This design comes from an exercise in tuning for a short achievable clock period on the open sky130 flow, not from production work.
No activity file was given, so power comes from the tool's default toggle rates.

==> module branch_predictor, before the edit <==
module branch_predictor #(
  parameter int ENTRIES = 16,
  parameter int INDEX_W = 4
) (
  input  logic        clk_i,
  input  logic        rst_i,
  input  logic [31:0] fetch_pc_i,
  output logic [31:0] next_pc_o,
  output logic        pred_taken_o,
  output logic [31:0] pred_target_o,
  input  logic        mem_stall_i,
  input  logic        upd_valid_i,
  input  logic [31:0] upd_pc_i,
  input  logic        upd_taken_i,
  input  logic [31:0] upd_target_i,
  input  logic        upd_pred_taken_i,
  input  logic [31:0] upd_pred_target_i,
  output logic        mispredict_o,
  output logic [31:0] redirect_pc_o,
  output logic [31:0] branch_cnt_o,
  output logic [31:0] mispred_cnt_o
);
  localparam int TAG_W = 30 - INDEX_W;
  typedef enum logic [1:0] {
    CTR_SN = 2'b00,
    CTR_WN = 2'b01,
    CTR_WT = 2'b10,
    CTR_ST = 2'b11
  } ctr_e;
  logic [ENTRIES-1:0]       valid_q;
  logic [ENTRIES-1:0][1:0]  ctr_q;
  logic [TAG_W-1:0]         tag_q    [ENTRIES];
  logic [31:0]              target_q [ENTRIES];
  logic [31:0] branch_cnt_q;
  logic [31:0] mispred_cnt_q;
  logic [INDEX_W-1:0] fetch_idx;
  logic [TAG_W-1:0]   fetch_tag;
  logic               fetch_hit;
  assign fetch_idx = fetch_pc_i[INDEX_W+1:2];
  assign fetch_tag = fetch_pc_i[31:INDEX_W+2];
  assign fetch_hit = valid_q[fetch_idx] && (tag_q[fetch_idx] == fetch_tag);
  assign pred_taken_o  = fetch_hit && ctr_q[fetch_idx][1];
  assign pred_target_o = fetch_hit ? target_q[fetch_idx] : 32'd0;
  assign next_pc_o     = pred_taken_o ? target_q[fetch_idx] : fetch_pc_i + 32'd4;
  assign mispredict_o  = upd_valid_i &&
                         ((upd_taken_i != upd_pred_taken_i) ||
                          (upd_taken_i && (upd_target_i != upd_pred_target_i)));
  assign redirect_pc_o = upd_taken_i ? upd_target_i : upd_pc_i + 32'd4;
  logic [INDEX_W-1:0] upd_idx;
  logic [TAG_W-1:0]   upd_tag;
  logic               upd_hit;
  logic               upd_en;
  assign upd_idx = upd_pc_i[INDEX_W+1:2];
  assign upd_tag = upd_pc_i[31:INDEX_W+2];
  assign upd_hit = valid_q[upd_idx] && (tag_q[upd_idx] == upd_tag);
  assign upd_en  = upd_valid_i && !mem_stall_i;
  logic unused_pc_bits;
  assign unused_pc_bits = ^{fetch_pc_i[1:0], upd_pc_i[1:0]};
  always_ff @(posedge clk_i or posedge rst_i) begin
    if (rst_i) begin
      valid_q       <= '0;
      ctr_q         <= {ENTRIES{CTR_WN}};
      branch_cnt_q  <= '0;
      mispred_cnt_q <= '0;
    end else if (upd_en) begin
      branch_cnt_q <= branch_cnt_q + 32'd1;
      if (mispredict_o) begin
        mispred_cnt_q <= mispred_cnt_q + 32'd1;
      end
      if (upd_hit) begin
        if (upd_taken_i) begin
          if (ctr_q[upd_idx] != CTR_ST) ctr_q[upd_idx] <= ctr_q[upd_idx] + 2'd1;
        end else begin
          if (ctr_q[upd_idx] != CTR_SN) ctr_q[upd_idx] <= ctr_q[upd_idx] - 2'd1;
        end
      end else if (upd_taken_i) begin
        valid_q[upd_idx] <= 1'b1;
        ctr_q[upd_idx]   <= CTR_WT;
      end
    end
  end
  always_ff @(posedge clk_i) begin
    if (!rst_i && upd_en && upd_taken_i) begin
      target_q[upd_idx] <= upd_target_i;
      if (!upd_hit) begin
        tag_q[upd_idx] <= upd_tag;
      end
    end
  end
  assign branch_cnt_o  = branch_cnt_q;
  assign mispred_cnt_o = mispred_cnt_q;
endmodule
export LEC_CHECK = 0
export ABC_CLOCK_PERIOD_IN_PS = 4000
export CAP_MARGIN = 20
export CORE_MARGIN = 2
export CORE_UTILIZATION = 40
export SETUP_SLACK_MARGIN = 2.0
export SLEW_MARGIN = 20
create_clock -name core_clock -period 7.0 [get_ports {clk_i}]
run.sh (not shown) runs the stock make flow with config.mk's settings and CLKGATE_MAP_FILE= SYNTH_SCRIPT=/design/flow/synth_recipe.tcl, a recipe that flattens the netlist after the stock synthesis.
The baseline went through all stages and came out clean.
Next try:
--- a/flow/design.v
+++ b/flow/design.v
@@ -36,11 +36,26 @@
   logic [INDEX_W-1:0] fetch_idx;
   logic [TAG_W-1:0]   fetch_tag;
+  logic [ENTRIES-1:0] fetch_dec;
+  logic [ENTRIES-1:0] fetch_eq;
+  logic [ENTRIES-1:0] fetch_pt;
   logic               fetch_hit;
+  logic [31:0]        fetch_tgt;
+  logic [31:0]        fetch_seq;
   assign fetch_idx = fetch_pc_i[INDEX_W+1:2];
   assign fetch_tag = fetch_pc_i[31:INDEX_W+2];
-  assign fetch_hit = valid_q[fetch_idx] && (tag_q[fetch_idx] == fetch_tag);
-  assign pred_taken_o  = fetch_hit && ctr_q[fetch_idx][1];
-  assign pred_target_o = fetch_hit ? target_q[fetch_idx] : 32'd0;
-  assign next_pc_o     = pred_taken_o ? target_q[fetch_idx] : fetch_pc_i + 32'd4;
+  always_comb begin
+    fetch_tgt = '0;
+    for (int i = 0; i < ENTRIES; i++) begin
+      fetch_dec[i] = (fetch_idx == i[INDEX_W-1:0]);
+      fetch_eq[i]  = (tag_q[i] == fetch_tag);
+      fetch_pt[i]  = ctr_q[i][1];
+      fetch_tgt    = fetch_tgt | ({32{fetch_dec[i]}} & target_q[i]);
+    end
+  end
+  assign fetch_hit     = |(fetch_dec & valid_q & fetch_eq);
+  assign pred_taken_o  = |(fetch_dec & valid_q & fetch_eq & fetch_pt);
+  assign pred_target_o = fetch_hit ? fetch_tgt : 32'd0;
+  assign fetch_seq     = {fetch_pc_i[31:2] + 30'd1, fetch_pc_i[1:0]};
+  assign next_pc_o     = pred_taken_o ? fetch_tgt : fetch_seq;
   assign mispredict_o  = upd_valid_i &&
                          ((upd_taken_i != upd_pred_taken_i) ||
Result:
- die area barely changes
- combinational power climbs by about 7%
- wire length climbs by 20%
- power barely changes
- utilization climbs by 1.2 points
- first-iteration DRC count climbs by 44%
- setup slack improves by 0.81 ns
- via count climbs by 15%
- global-route usage climbs by 4.9 points
- sequential share of layout area drops by 1.1 points
- worst hold slack degrades by 0.015 ns
- design area climbs by 2.2%
Function was not checked in any run of this note: the RTL went through the layout flow alone.

==> re-timing with driven ports <==
The flow's constraints put no driver on any port. The routed layouts listed below were extracted and timed again, unchanged, in two steps. Step 1, drivers: a clkbuf_16 drives clk_i and a buf_2 each remaining input, both assumed. Step 2 adds t to the input delays and takes it off the output delays; t is the mean of the earliest and latest rising clock arrival at the registers after step 1. Input paths then give back, and output paths get back, about the clock's delay inside the block. Slacks: no drivers / after step 1 / after step 2; pairs: no drivers / after step 1.
run	t, ns	setup WS [ns]	worst setup path at the end	pins driven straight from the clock port
the first run	0.771	0.617 / 0.429 / 0.429	input to output	1
the second run	0.796	1.428 / 1.298 / 1.147	input to register	1
After both steps every run listed still meets setup and hold. For the second run, which loses most, drivers alone change the setup slack by -0.130 ns; drivers and shift together by -0.281 ns.
